This is an optimization exercise on Yosys and OpenROAD, whose aim is small area, a short achievable clock period and few clock cycles per item, not a production implementation.
RTL that was checked went through simulation tests only; none was proved equivalent to the original.
Power is estimated from default activity; no workload was simulated.

== rev 12 ==
==> flow/design.v (excerpt) <==
module incubator_setpoint_and_alarm_supervisor #(
  parameter int MAX_DIGITS = 4
) (
  input  logic              clk,
  input  logic              rst_n,
  input  logic              in_valid,
  output logic              in_ready,
  input  logic [1:0]        in_opcode,
  input  logic [isas_pkg::TEMP_W-1:0] in_measured_temp,
  input  logic [3:0]        in_key_code,
  input  logic [isas_pkg::HOST_W-1:0] in_host_target,
  output logic              out_valid,
  input  logic              out_ready,
  output logic [1:0]        out_mode,
  output logic              out_buzzer_on,
  output logic [isas_pkg::TEMP_W-1:0] out_target_temp,
  output logic [isas_pkg::SECS_W-1:0] out_run_seconds,
  output logic              out_control_active,
  output logic              out_controller_reset,
  output logic              out_drive_stop,
  output logic [1:0]        out_host_reply,
  input  logic              cfg_psel,
  input  logic              cfg_penable,
  input  logic              cfg_pwrite,
  input  logic [isas_pkg::APB_AW-1:0] cfg_paddr,
  input  logic [isas_pkg::APB_DW-1:0] cfg_pwdata,
  output logic [isas_pkg::APB_DW-1:0] cfg_prdata,
  output logic              cfg_pready
);
  localparam int BST_W = 12;    
  isas_pkg::cfg_regs_t cfg;
  logic              s1_v;
  logic [1:0]        s1_op;
  logic [TEMP_W-1:0] s1_data;
  logic              s1_ok;
  logic              h_ok;
  logic [TEMP_W-1:0] t_eff;
  logic [TEMP_W:0]   i_d;        
  logic              s1_dsign;   
  logic              s1_prep;
  logic              s1_kh, s1_ks, s1_kd;   
  logic              need_prep;
  logic [HOST_W-1:0] rng_val;
  logic              in_fire;
  logic              adv;
  logic              s1_free;
  logic              s1_load;
  logic              sk_v;
  ...
For scale: about 2100 cells after synthesis, roughly 280 flip-flops, about 18000 um^2 of cells after synthesis.
clock: 8.0 ns
lec_check: 0
cap_margin: 20
core_margin: 2
core_utilization: 60
setup_slack_margin: 4.6
slew_margin: 20
standard.sh (not shown) runs the stock make flow with config.mk's settings and CLKGATE_MAP_FILE= SYNTH_SCRIPT=/design/flow/synth_recipe.tcl, a recipe that flattens the netlist after the stock synthesis.
==> flow/flow/run.sh <==
#!/bin/bash
# Own layout flow: the standard flow (standard.sh: the standard synthesis
# and ORFS steps, unchanged) with one ORFS setting passed through the
# environment: BUFFER_PORTS_ARGS makes every port buffer a
# sky130_fd_sc_hd__buf_1 cell instead of the default delay buffer
# (clkdlybuf4s50_1), which is larger and slower. Every input and output port
# is still buffered; the clock period and constraints are the standard flow's.
# The make/ORFS output goes to standard_flow.log; each ORFS step keeps its own
# log under orfs/logs/.
set -euo pipefail
export BUFFER_PORTS_ARGS="-buffer_cell sky130_fd_sc_hd__buf_1"
bash standard.sh > standard_flow.log 2>&1
diff inputs: rev 12 => rev 13
--- a/flow/design.v
+++ b/flow/design.v
@@ -170,24 +170,24 @@
   output logic [isas_pkg::APB_DW-1:0] cfg_prdata,
   output logic              cfg_pready
 );
   localparam int BST_W = 12;    
   isas_pkg::cfg_regs_t cfg;
   logic              s1_v;
   logic [1:0]        s1_op;
   logic [TEMP_W-1:0] s1_data;
   logic              s1_ok;
   logic              h_ok;
   logic [TEMP_W-1:0] t_eff;
-  logic [TEMP_W:0]   i_d;        
-  logic              s1_dsign;   
+  logic [TEMP_W:0]   i_mt, i_tm;
+  logic [TEMP_W-1:0] i_err;
   logic              s1_prep;
   logic              s1_kh, s1_ks, s1_kd;   
   logic              need_prep;
   logic [HOST_W-1:0] rng_val;
   logic              in_fire;
   logic              adv;
   logic              s1_free;
   logic              s1_load;
   logic              sk_v;
   logic [1:0]        sk_op;
   logic [HOST_W-1:0] sk_data;
@@ -240,23 +240,25 @@
                    (in_opcode == OP_KEY)  ? HOST_W'(in_key_code) : in_host_target;
   assign w_data  = sk_v ? sk_data : in_data;
   assign w_host  = sk_v ? sk_data : in_host_target;
   assign w_temp  = sk_v ? sk_data[TEMP_W-1:0] : in_measured_temp;
   assign w_kh   = sk_v ? sk_kh : (in_opcode == OP_KEY) && (in_key_code == KEY_HASH);
   assign w_ks   = sk_v ? sk_ks : (in_opcode == OP_KEY) && (in_key_code == KEY_STAR);
   assign w_kd   = sk_v ? sk_kd : (in_opcode == OP_KEY) && (in_key_code <= KEY_DIGIT_MAX);
   assign rng_val = need_prep ? HOST_W'(kval) : w_host;
   assign h_ok = ($signed(rng_val) >= $signed(cfg.min_target)) &&
                 ($signed(rng_val) <= $signed(cfg.max_target));
   assign t_eff = (s1_v && s1_ok) ? s1_data : target_r;
-  assign i_d = {w_temp[TEMP_W-1], w_temp} - {t_eff[TEMP_W-1], t_eff};
+  assign i_mt  = {w_temp[TEMP_W-1], w_temp} - {t_eff[TEMP_W-1], t_eff};
+  assign i_tm  = {t_eff[TEMP_W-1], t_eff} - {w_temp[TEMP_W-1], w_temp};
+  assign i_err = i_mt[TEMP_W] ? i_tm[TEMP_W-1:0] : i_mt[TEMP_W-1:0];
   always_ff @(posedge clk) begin
     if (!rst_n) begin
       s1_v <= 1'b0;
       sk_v <= 1'b0;
     end else begin
       if (s1_load) begin
         s1_v <= 1'b1;
       end else if (adv) begin
         s1_v <= 1'b0;
       end
       if (sk_v) begin
@@ -281,25 +283,24 @@
     if (need_prep && !busy) begin
       s1_prep <= 1'b1;
       s1_ok   <= h_ok && (count_r != 3'd0);
       s1_data <= kval[TEMP_W-1:0];
     end else if (s1_load) begin
       s1_op   <= w_op;
       s1_ok   <= h_ok && (w_op == OP_HOST_SET);
       s1_prep <= 1'b0;
       s1_kh   <= w_kh;
       s1_ks   <= w_ks;
       s1_kd   <= w_kd;
-      s1_dsign <= i_d[TEMP_W];
       if (w_op == OP_TICK) begin
-        s1_data <= i_d[TEMP_W-1:0];
+        s1_data <= i_err;
       end else begin
         s1_data <= w_data[TEMP_W-1:0];
       end
     end
   end
   logic              run_like;
   logic [TEMP_W-1:0] err;
   logic              blanking;
   logic              in_band;
   logic              better;
   logic              stuck_inc;
@@ -308,23 +309,23 @@
   logic              ms_c1, ms_c2;
   logic [10:0]       ms_new;
   logic [11:0]       ms_s1, ms_s2;
   logic [SECS_W-1:1] secs_hi_p1;
   logic              secs_cy;
   logic [SECS_W-1:0] secs_tick;
   logic [3:0]        key;
   logic [13:0]       kval;
   logic [13:0]       kv_x10;
   logic [9:0]        kv10;      
   assign run_like = (mode_r == MODE_RUN) || (mode_r == MODE_ALARM);
-  assign err = s1_dsign ? TEMP_W'(-$signed({s1_dsign, s1_data})) : s1_data;
+  assign err = s1_data;
   assign blanking  = blank_r < cfg.startup_ticks;
   assign in_band   = err <= BST_W'(cfg.alarm_band);
   assign better    = (best_r == '0) || (err < best_r);
   assign nogain_p1 = {1'b0, nogain_r} + 17'd1;
   assign stuck_inc = nogain_p1 >= {1'b0, cfg.stuck_ticks};
   assign ms_sum = {1'b0, millis_r} + {1'b0, cfg.tick_ms};
   assign ms_s1  = {2'b0, millis_r} + {2'b0, cfg.tick_ms} - 12'd1000;
   assign ms_s2  = {2'b0, millis_r} + {2'b0, cfg.tick_ms} - 12'd2000;
   assign ms_c1  = !ms_s1[11];
   assign ms_c2  = !ms_s2[11];
   assign ms_new = ms_c2 ? ms_s2[10:0] : ms_c1 ? ms_s1[10:0] : ms_sum;
Findings:
Re synthesized instance count: rev 13 is about 0.5% down on rev 12. Rev 13 against rev 12: detailed-router iteration count before antenna repair has increased; CTS sink count now sits lower; fraction of registers with async set or reset after synthesis roughly the same; maximum achievable frequency shows a reduction of 16 MHz. Rev 13 ends up with a share of total power in combinational logic that is 0.2 points lower than in rev 12. Comparing rev 13 and rev 12, the higher delay contributed by the slowest stage of the critical path is on rev 13. flip-flop to flip-flop as the path type of the worst setup path was reported by rev 12, and primary input to flip-flop by rev 13. Rev 13 vs rev 12: clock buffer count up by more than 10%. Summary of rev 13 over rev 12: routed via count rose by 3.0%, global router's overall resource usage went up 1.9 points, cell count along the critical path saw a decrease, horizontal extent of the die has decreased. Final weighted congestion in routability-driven placement: lower on rev 12. Compared with rev 12, rev 13 shows a basic-gate share of the synthesized area counting and, or, nand and nor cells that is 3.1 points lower.
No run of this note included a check of the RTL's function; only the layout flow was run.

incubator_setpoint_and_alarm_supervisor, a different RTL version from the one above (not shown whole).
Size: about 1800 cells after synthesis, roughly 260 flip-flops, about 160 I/O pins, about 0.017 sq mm of cells after synthesis.
// incubator_setpoint_and_alarm_supervisor
module incubator_setpoint_and_alarm_supervisor #(
  parameter int MAX_DIGITS = 4
) (
  input  logic              clk,
  input  logic              rst_n,
  input  logic              in_valid,
  output logic              in_ready,
  input  logic [1:0]        in_opcode,
  input  logic [isas_pkg::TEMP_W-1:0] in_measured_temp,
  input  logic [3:0]        in_key_code,
  input  logic [isas_pkg::HOST_W-1:0] in_host_target,
  output logic              out_valid,
  input  logic              out_ready,
  output logic [1:0]        out_mode,
  output logic              out_buzzer_on,
  output logic [isas_pkg::TEMP_W-1:0] out_target_temp,
  output logic [isas_pkg::SECS_W-1:0] out_run_seconds,
  output logic              out_control_active,
  output logic              out_controller_reset,
  output logic              out_drive_stop,
  output logic [1:0]        out_host_reply,
  input  logic              cfg_psel,
  input  logic              cfg_penable,
  input  logic              cfg_pwrite,
  input  logic [isas_pkg::APB_AW-1:0] cfg_paddr,
  input  logic [isas_pkg::APB_DW-1:0] cfg_pwdata,
  output logic [isas_pkg::APB_DW-1:0] cfg_prdata,
  output logic              cfg_pready
);
  localparam int BST_W = 12;    
  isas_pkg::cfg_regs_t cfg;
  logic              s1_v;
  logic [1:0]        s1_op;
  logic [TEMP_W-1:0] s1_data;
  logic              s1_ok;
  logic              h_ok;
  logic [TEMP_W-1:0] t_eff;
  logic [TEMP_W:0]   i_mt, i_tm;
  logic [TEMP_W-1:0] i_err;
  logic              s1_prep;
  logic              s1_kh, s1_ks, s1_kd;   
  logic              need_prep;
  logic [HOST_W-1:0] rng_val;
  logic              in_fire;
  logic              rdy_x_r, rdy_y_r;
  logic              adv;
  logic [1:0]          mode_r,   mode_nxt;
  logic [TEMP_W-1:0]   target_r, target_nxt;
  logic [2:0]          count_r,  count_nxt;
  logic [13:0]         kv_r,     kv_nxt;
  logic [3:0]          div_step_r;
  ...
export LEC_CHECK = 0
export CAP_MARGIN = 20
export CORE_MARGIN = 2
export CORE_UTILIZATION = 60
export SETUP_SLACK_MARGIN = 4.6
export SLEW_MARGIN = 20
create_clock -name core_clock -period 8.0 [get_ports {clk}]
Scripts as last shown in full above: flow/flow/run.sh
Testbench counts at the start, summed over its fixed seeds: cycles 20,550, items 20,000.
Edit:
--- a/flow/design.v
+++ b/flow/design.v
@@ -183,13 +183,12 @@
   logic [TEMP_W-1:0] i_err;
   logic              s1_prep;
   logic              s1_kh, s1_ks, s1_kd;   
   logic              need_prep;
   logic [HOST_W-1:0] rng_val;
   logic              in_fire;
-  logic              rdy_x_r, rdy_y_r;
   logic              adv;
   logic [1:0]          mode_r,   mode_nxt;
   logic [TEMP_W-1:0]   target_r, target_nxt;
   logic [2:0]          count_r,  count_nxt;
   logic [13:0]         kv_r,     kv_nxt;
   logic [3:0]          div_step_r;
@@ -219,28 +218,14 @@
     .pready  (cfg_pready),
     .cfg     (cfg)
   );
   assign busy      = (div_step_r != 4'd0);
   assign need_prep = s1_v && s1_kh && !s1_prep && (mode_r == MODE_SET);
   assign adv       = s1_v && !busy && !need_prep && (!out_valid_r || out_ready);
-  assign in_ready  = rdy_x_r || (rdy_y_r && out_ready);
+  assign in_ready  = !s1_v || adv;
   assign in_fire   = in_valid && in_ready;
-  logic       s1_v_d, out_valid_d, s1_kh_d, s1_prep_d, busy_d, need_prep_d, rdy_b_d;
-  logic [1:0] mode_d;
-  assign s1_v_d      = rst_n && (in_fire || (s1_v && !adv));
-  assign out_valid_d = rst_n && (adv || (out_valid_r && !out_ready));
-  assign s1_kh_d     = in_fire ? ((in_opcode == OP_KEY) && (in_key_code == KEY_HASH)) : s1_kh;
-  assign s1_prep_d   = (need_prep && !busy) || (s1_prep && !in_fire);
-  assign busy_d      = rst_n && ((adv && div_start) || (div_step_r > 4'd1));
-  assign mode_d      = !rst_n ? MODE_IDLE : adv ? mode_nxt : mode_r;
-  assign need_prep_d = s1_v_d && s1_kh_d && !s1_prep_d && (mode_d == MODE_SET);
-  assign rdy_b_d     = !busy_d && !need_prep_d;
-  always_ff @(posedge clk) begin
-    rdy_x_r <= !s1_v_d || (rdy_b_d && !out_valid_d);
-    rdy_y_r <= rdy_b_d;
-  end
   assign rng_val = need_prep ? HOST_W'(kval) : in_host_target;
   assign h_ok = ($signed(rng_val) >= $signed(cfg.min_target)) &&
                 ($signed(rng_val) <= $signed(cfg.max_target));
   assign t_eff = (s1_v && s1_ok) ? s1_data : target_r;
   assign i_mt  = {in_measured_temp[TEMP_W-1], in_measured_temp} - {t_eff[TEMP_W-1], t_eff};
   assign i_tm  = {t_eff[TEMP_W-1], t_eff} - {in_measured_temp[TEMP_W-1], in_measured_temp};
Cell count is lower by about 1.2%.
Worst hold slack gets worse by 0.0043 ns.
First-iteration DRC count is lower by about 8%.
Sequential share of layout area is about the same.
Utilization stays flat.
Total power is higher by 32%.
Only the layout flow was run in the second run of this note; the RTL was not checked for function there.

what the ideal ports hide:
No port has a modelled driver above. Below, the same layouts with a new extraction and two added sets of constraints.
Step 1, drivers: a clkbuf_16 drives clk and a buf_2 each remaining input, both assumed.
Step 2 also shifts input and output timing later by t, the mid clock arrival at the registers, as if the neighbouring blocks saw the same clock.
Three values: ideal ports, drivers, drivers and shift; two values: the first two.
run	t (ns)	setup WS [ns]	worst hold slack (ns)
rev 12	0.611	4.214 / 4.214 / 3.711	0.460 / 0.460 / 0.460
rev 13	0.619	3.966 / 3.984 / 3.365	0.442 / 0.442 / 0.442
the first run of note 2	0.598	4.365 / 4.365 / 3.794	0.464 / 0.464 / 0.464
the second run of note 2	0.602	4.218 / 4.173 / 3.732	0.460 / 0.460 / 0.460
After both steps every run listed still meets setup and hold. The setup slack of rev 13, which loses most, moves by +0.018 ns with the drivers and by -0.601 ns with both steps.
